This is an optimization exercise on Yosys and OpenROAD, whose aim is small area, not a production implementation.
Function was checked by simulation only, so behaviour that the tests miss may differ from the original.
Power is estimated from default activity; no workload was simulated.

==> job 2138 <==
// pcie_host_interface
module pcie_host_interface (
  input  wire                     clk,
  input  wire                     rst,
  input  wire                     i_pcie_mem_fifo_sel,
  input  wire                     i_pcie_dma_fifo_sel,
  input  wire                     i_pcie_data_write_flg,
  input  wire                     i_pcie_data_read_flg,
  input  wire [XFER_W-1:0]        i_pcie_data_size,
  output logic                    o_pcie_write_fin,
  output logic                    o_pcie_read_fin,
  input  wire                     i_pcie_ingress_fifo_rdy,
  output logic                    o_pcie_ingress_fifo_act,
  input  wire [FIFO_SIZE_W-1:0]   i_pcie_ingress_fifo_size,
  output logic                    o_pcie_ingress_fifo_stb,
  input  wire [FIFO_DATA_W-1:0]   i_pcie_ingress_fifo_data,
  input  wire                     i_pcie_ingress_fifo_idle,
  input  wire [EGR_ACT_W-1:0]     i_pcie_egress_fifo_rdy,
  output logic [EGR_ACT_W-1:0]    o_pcie_egress_fifo_act,
  input  wire [FIFO_SIZE_W-1:0]   i_pcie_egress_fifo_size,
  output logic                    o_pcie_egress_fifo_stb,
  output logic [FIFO_DATA_W-1:0]  o_pcie_egress_fifo_data,
  input  wire                     i_idma_activate,
  output logic                    o_idma_ready,
  input  wire                     i_idma_stb,
  output logic [FIFO_SIZE_W-1:0]  o_idma_size,
  output logic [FIFO_DATA_W-1:0]  o_idma_data,
  output logic [EGR_ACT_W-1:0]    o_odma_ready,
  input  wire [EGR_ACT_W-1:0]     i_odma_activate,
  input  wire                     i_odma_stb,
  output logic [FIFO_SIZE_W-1:0]  o_odma_size,
  input  wire [FIFO_DATA_W-1:0]   i_odma_data
);
==> module ingress_reader, before the edit <==
module ingress_reader (
  input  wire                     clk,
  input  wire                     rst,
  input  wire                     i_en,
  input  wire [XFER_W-1:0]        i_xfer_size,
  input  wire                     i_rdy,
  input  wire [FIFO_SIZE_W-1:0]   i_size,
  input  wire                     i_buf_full,
  output logic                    o_act,
  output logic                    o_stb,
  output logic                    o_fin
);
  logic                   r_on;      
  logic                   r_act;
  logic [FIFO_SIZE_W-1:0] r_hrem;    
  logic [XFER_W-1:0]      r_trem;    
  logic [XFER_W-1:0]      w_trem;
  logic                   w_tz, w_t1, w_hz, w_h1, w_rel;
  assign w_trem = r_on ? r_trem : i_xfer_size;
  assign w_tz   = w_trem == '0;
  assign w_t1   = w_trem == XFER_W'(1);
  assign w_hz   = r_hrem == '0;
  assign w_h1   = r_hrem == FIFO_SIZE_W'(1);
  assign o_stb = i_en & r_act & ~w_hz & ~w_tz & ~i_buf_full;
  assign w_rel = w_hz | w_tz | (o_stb & (w_h1 | w_t1));
  always_ff @(posedge clk) begin
    r_on <= ~rst & i_en;
    if (rst || !i_en) begin
      r_act <= 1'b0;
    end else if (!r_act) begin
      r_act <= i_rdy & ~w_tz;
    end else begin
      r_act <= ~w_rel;
    end
    r_hrem <= r_act ? r_hrem - FIFO_SIZE_W'(o_stb) : i_size;
    r_trem <= w_trem - XFER_W'(o_stb);
  end
  assign o_act = r_act;
  assign o_fin = w_tz;
endmodule
==> module egress_writer, before the edit <==
module egress_writer (
  input  wire                     clk,
  input  wire                     rst,
  input  wire                     i_en,
  input  wire                     i_dma_en,
  input  wire                     i_dma_stb,
  input  wire [XFER_W-1:0]        i_xfer_size,
  input  wire [EGR_ACT_W-1:0]     i_rdy,
  input  wire [FIFO_SIZE_W-1:0]   i_size,
  input  wire                     i_buf_empty,
  output logic [EGR_ACT_W-1:0]    o_act,
  output logic                    o_stb,
  output logic                    o_fin,
  output logic                    o_dma_fin
);
  logic                   r_mem_on;    
  logic                   r_dma_on;    
  logic [EGR_ACT_W-1:0]   r_act;
  logic                   w_held;
  logic [FIFO_SIZE_W-1:0] r_hrem;
  logic [XFER_W-1:0]      r_trem;
  logic [XFER_W-1:0]      w_trem;
  logic                   w_tz, w_t1, w_hz, w_h1, w_rel, w_dec;
  assign w_held = |r_act;
  assign w_trem = ((i_en & r_mem_on) | (i_dma_en & r_dma_on)) ? r_trem : i_xfer_size;
  assign w_tz   = w_trem == '0;
  assign w_t1   = w_trem == XFER_W'(1);
  assign w_hz   = r_hrem == '0;
  assign w_h1   = r_hrem == FIFO_SIZE_W'(1);
  assign o_stb = i_en & w_held & ~w_hz & ~w_tz & ~i_buf_empty;
  assign w_rel = w_hz | w_tz | (o_stb & (w_h1 | w_t1));
  assign w_dec = o_stb | (i_dma_en & i_dma_stb & ~w_tz);
  always_ff @(posedge clk) begin
    r_mem_on  <= ~rst & i_en;
    r_dma_on  <= ~rst & i_dma_en;
    o_dma_fin <= ~rst & i_dma_en & w_tz;
    if (rst || !i_en) begin
      r_act <= '0;
    end else if (!w_held) begin
      r_act <= w_tz ? '0 : i_rdy & (~i_rdy + 1'b1);
    end else if (w_rel) begin
      r_act <= '0;
    end
    r_hrem <= w_held ? r_hrem - FIFO_SIZE_W'(o_stb) : i_size;
    r_trem <= w_trem - XFER_W'(w_dec);
  end
  assign o_act = r_act;
  assign o_fin = w_tz & ~w_held;
endmodule
clock: 8.0 ns
lec_check: 0
cap_margin: 20
core_margin: 2
core_utilization: 40
slew_margin: 20
run.sh (not shown) runs the stock make flow with config.mk's settings and CLKGATE_MAP_FILE= SYNTH_SCRIPT=/design/flow/synth_recipe.tcl, a recipe that flattens the netlist after the stock synthesis.
==> inputs of job 3928, as changes to job 2138 <==
--- a/flow/design.v
+++ b/flow/design.v
@@ -43,4 +43,28 @@
   assign o_stb = i_en & r_act & ~w_hz & ~w_tz & ~i_buf_full;
   assign w_rel = w_hz | w_tz | (o_stb & (w_h1 | w_t1));
+  logic [FIFO_SIZE_W-1:0] w_hnext;
+  logic [XFER_W-1:0]      w_tnext;
+  always_comb begin
+    logic b;
+    logic c;
+    c = o_stb;
+    for (int g = 0; g < FIFO_SIZE_W / 8; g++) begin
+      b = c;
+      for (int i = 8 * g; i < 8 * g + 8; i++) begin
+        w_hnext[i] = r_hrem[i] ^ b;
+        b = b & ~r_hrem[i];
+      end
+      c = c & ~(|r_hrem[8 * g +: 8]);
+    end
+    c = o_stb;
+    for (int g = 0; g < XFER_W / 8; g++) begin
+      b = c;
+      for (int i = 8 * g; i < 8 * g + 8; i++) begin
+        w_tnext[i] = w_trem[i] ^ b;
+        b = b & ~w_trem[i];
+      end
+      c = c & ~(|w_trem[8 * g +: 8]);
+    end
+  end
   always_ff @(posedge clk) begin
     r_on <= ~rst & i_en;
@@ -52,6 +76,6 @@
       r_act <= ~w_rel;
     end
-    r_hrem <= r_act ? r_hrem - FIFO_SIZE_W'(o_stb) : i_size;
-    r_trem <= w_trem - XFER_W'(o_stb);
+    r_hrem <= r_act ? w_hnext : i_size;
+    r_trem <= w_tnext;
   end
   assign o_act = r_act;
@@ -141,4 +165,28 @@
   assign w_rel = w_hz | w_tz | (o_stb & (w_h1 | w_t1));
   assign w_dec = o_stb | (i_dma_en & i_dma_stb & ~w_tz);
+  logic [FIFO_SIZE_W-1:0] w_hnext;
+  logic [XFER_W-1:0]      w_tnext;
+  always_comb begin
+    logic b;
+    logic c;
+    c = o_stb;
+    for (int g = 0; g < FIFO_SIZE_W / 8; g++) begin
+      b = c;
+      for (int i = 8 * g; i < 8 * g + 8; i++) begin
+        w_hnext[i] = r_hrem[i] ^ b;
+        b = b & ~r_hrem[i];
+      end
+      c = c & ~(|r_hrem[8 * g +: 8]);
+    end
+    c = w_dec;
+    for (int g = 0; g < XFER_W / 8; g++) begin
+      b = c;
+      for (int i = 8 * g; i < 8 * g + 8; i++) begin
+        w_tnext[i] = w_trem[i] ^ b;
+        b = b & ~w_trem[i];
+      end
+      c = c & ~(|w_trem[8 * g +: 8]);
+    end
+  end
   always_ff @(posedge clk) begin
     r_mem_on  <= ~rst & i_en;
@@ -152,9 +200,9 @@
       r_act <= '0;
     end
-    r_hrem <= w_held ? r_hrem - FIFO_SIZE_W'(o_stb) : i_size;
-    r_trem <= w_trem - XFER_W'(w_dec);
+    r_hrem <= w_held ? w_hnext : i_size;
+    r_trem <= w_tnext;
   end
   assign o_act = r_act;
-  assign o_fin = w_tz & ~w_held;
+  assign o_fin = w_tz;
 endmodule
 `default_nettype wire
==> flow/flow/run.sh (new file) <==
#!/bin/bash
# Standard ORFS layout (the standard.sh, unchanged scripts) with these settings:
#  - port buffers use the smallest buffer cell instead of the default pick
#  - no floorplan-stage timing repair (it sizes gates up on pre-placement timing
#    where the unbuffered high-fanout nets look slow); placement and CTS repair
#    still fix real violations
#  - clock tree built from clkbuf_8 with 16-sink clusters and no dummy loads
set -euo pipefail
cd "$(dirname "$0")/.."
export BUFFER_PORTS_ARGS="-buffer_cell sky130_fd_sc_hd__buf_1"
export REMOVE_ABC_BUFFERS=1
export CTS_ARGS="-sink_clustering_enable -repair_clock_nets -dont_use_dummy_load -buf_list sky130_fd_sc_hd__clkbuf_8 -sink_clustering_size 16 -sink_clustering_max_diameter 60"
bash standard.sh > standard.log 2>&1
==> flow/standard.sh (new file) <==
#!/bin/bash
# synth_recipe.tcl (not shown) runs the flow's synth.tcl, then flattens the netlist and writes it again
# the make line also repeats each setting of config.mk as NAME=value (left out here)
make -C /OpenROAD-flow-scripts/flow DESIGN_CONFIG=/design/flow/config.mk WORK_HOME=/design/flow/orfs CLKGATE_MAP_FILE= SYNTH_SCRIPT=/design/flow/synth_recipe.tcl "${@:-finish}"
CORE_UTILIZATION = 70   (was 40)
SYNTH_HIERARCHICAL = 1   (was not set)
removed: flow/run.sh
==> qor summary <==
metric                                                                   job 2138           job 3928
Clock buffers and inverters, area share                                    0.0728             0.0231
Sequential power                                                          3.65 mW            3.63 mW
Endpoint of the worst register-to-register path                 reader.r_trem[14]  buffer.mem[7][15]
Number of diodes added for antenna fixing                                       4                  0
Multi-input gate share of the layout cell area                              0.258              0.254
Area growth, synth to finish                                                25.1%              8.54%
Antenna violations before repair                                                5                  0
Final Core Density                                                          0.505              0.769
Portion of total power attributed to sequential cells                       0.492              0.678
Clock Latency Late Sink                                                   0.62 ns            0.65 ns
Fraction of synthesized area in multiplexers                               0.0372             0.0320
Non-Clock Buffer Count                                                        318                315
Post-Synthesis Cells                                                        1,977              1,740
DR WL/cell                                                                23.6 µm            22.6 µm
Met2 Resource Use GR                                                        0.341              0.468
Layout clock buffer count                                                      87                 47
Area share of the leading cell type in the synthesized netlist              0.580              0.596
Footprint of the multi-input gates                                       8560 µm²           7120 µm²
Worst min-delay path startpoint                                 buffer.mem[2][25]  buffer.mem[3][13]
Status                                                   timing/DRC/antenna clean  timing/DRC/antenna clean
Area after detailed placement                                          30,700 µm²         27,300 µm²
Number of multi-input logic gates                                           1,208                906
DR vias                                                                    18,200             16,000
Sequential fraction of the synthesis area                                   0.673              0.692
Share of cells above drive strength 1                                       0.103             0.0713
DP Cell Count                                                               3,042              2,440
Sw Ratio                                                                    0.218              0.212

[re-timing with driven ports]
The results above use ideal ports. As a check the final layouts listed here were re-extracted and re-timed, cells and wires unchanged. Step 1: set_driving_cell puts a clkbuf_16 on clk and a buf_2 on each other input, an assumption about the parent block. Step 2, shift: input delay + t, output delay - t, t = (earliest + latest rising clock arrival at the registers) / 2. This alone moves slack from input paths to output paths. Three values: no drivers, after step 1, after step 2; two values: the first two.
run	t (ns)	setup slack, ns	hold slack, ns
job 2138	0.669	1.219 / 1.130 / 1.130	0.436 / 0.436 / 0.436
job 3928	0.665	1.804 / 1.783 / 1.783	0.414 / 0.414 / 0.414
After both steps setup and hold are still met in every run listed. For job 2138, which loses most, drivers alone change the setup slack by -0.089 ns; drivers and shift together by -0.089 ns.
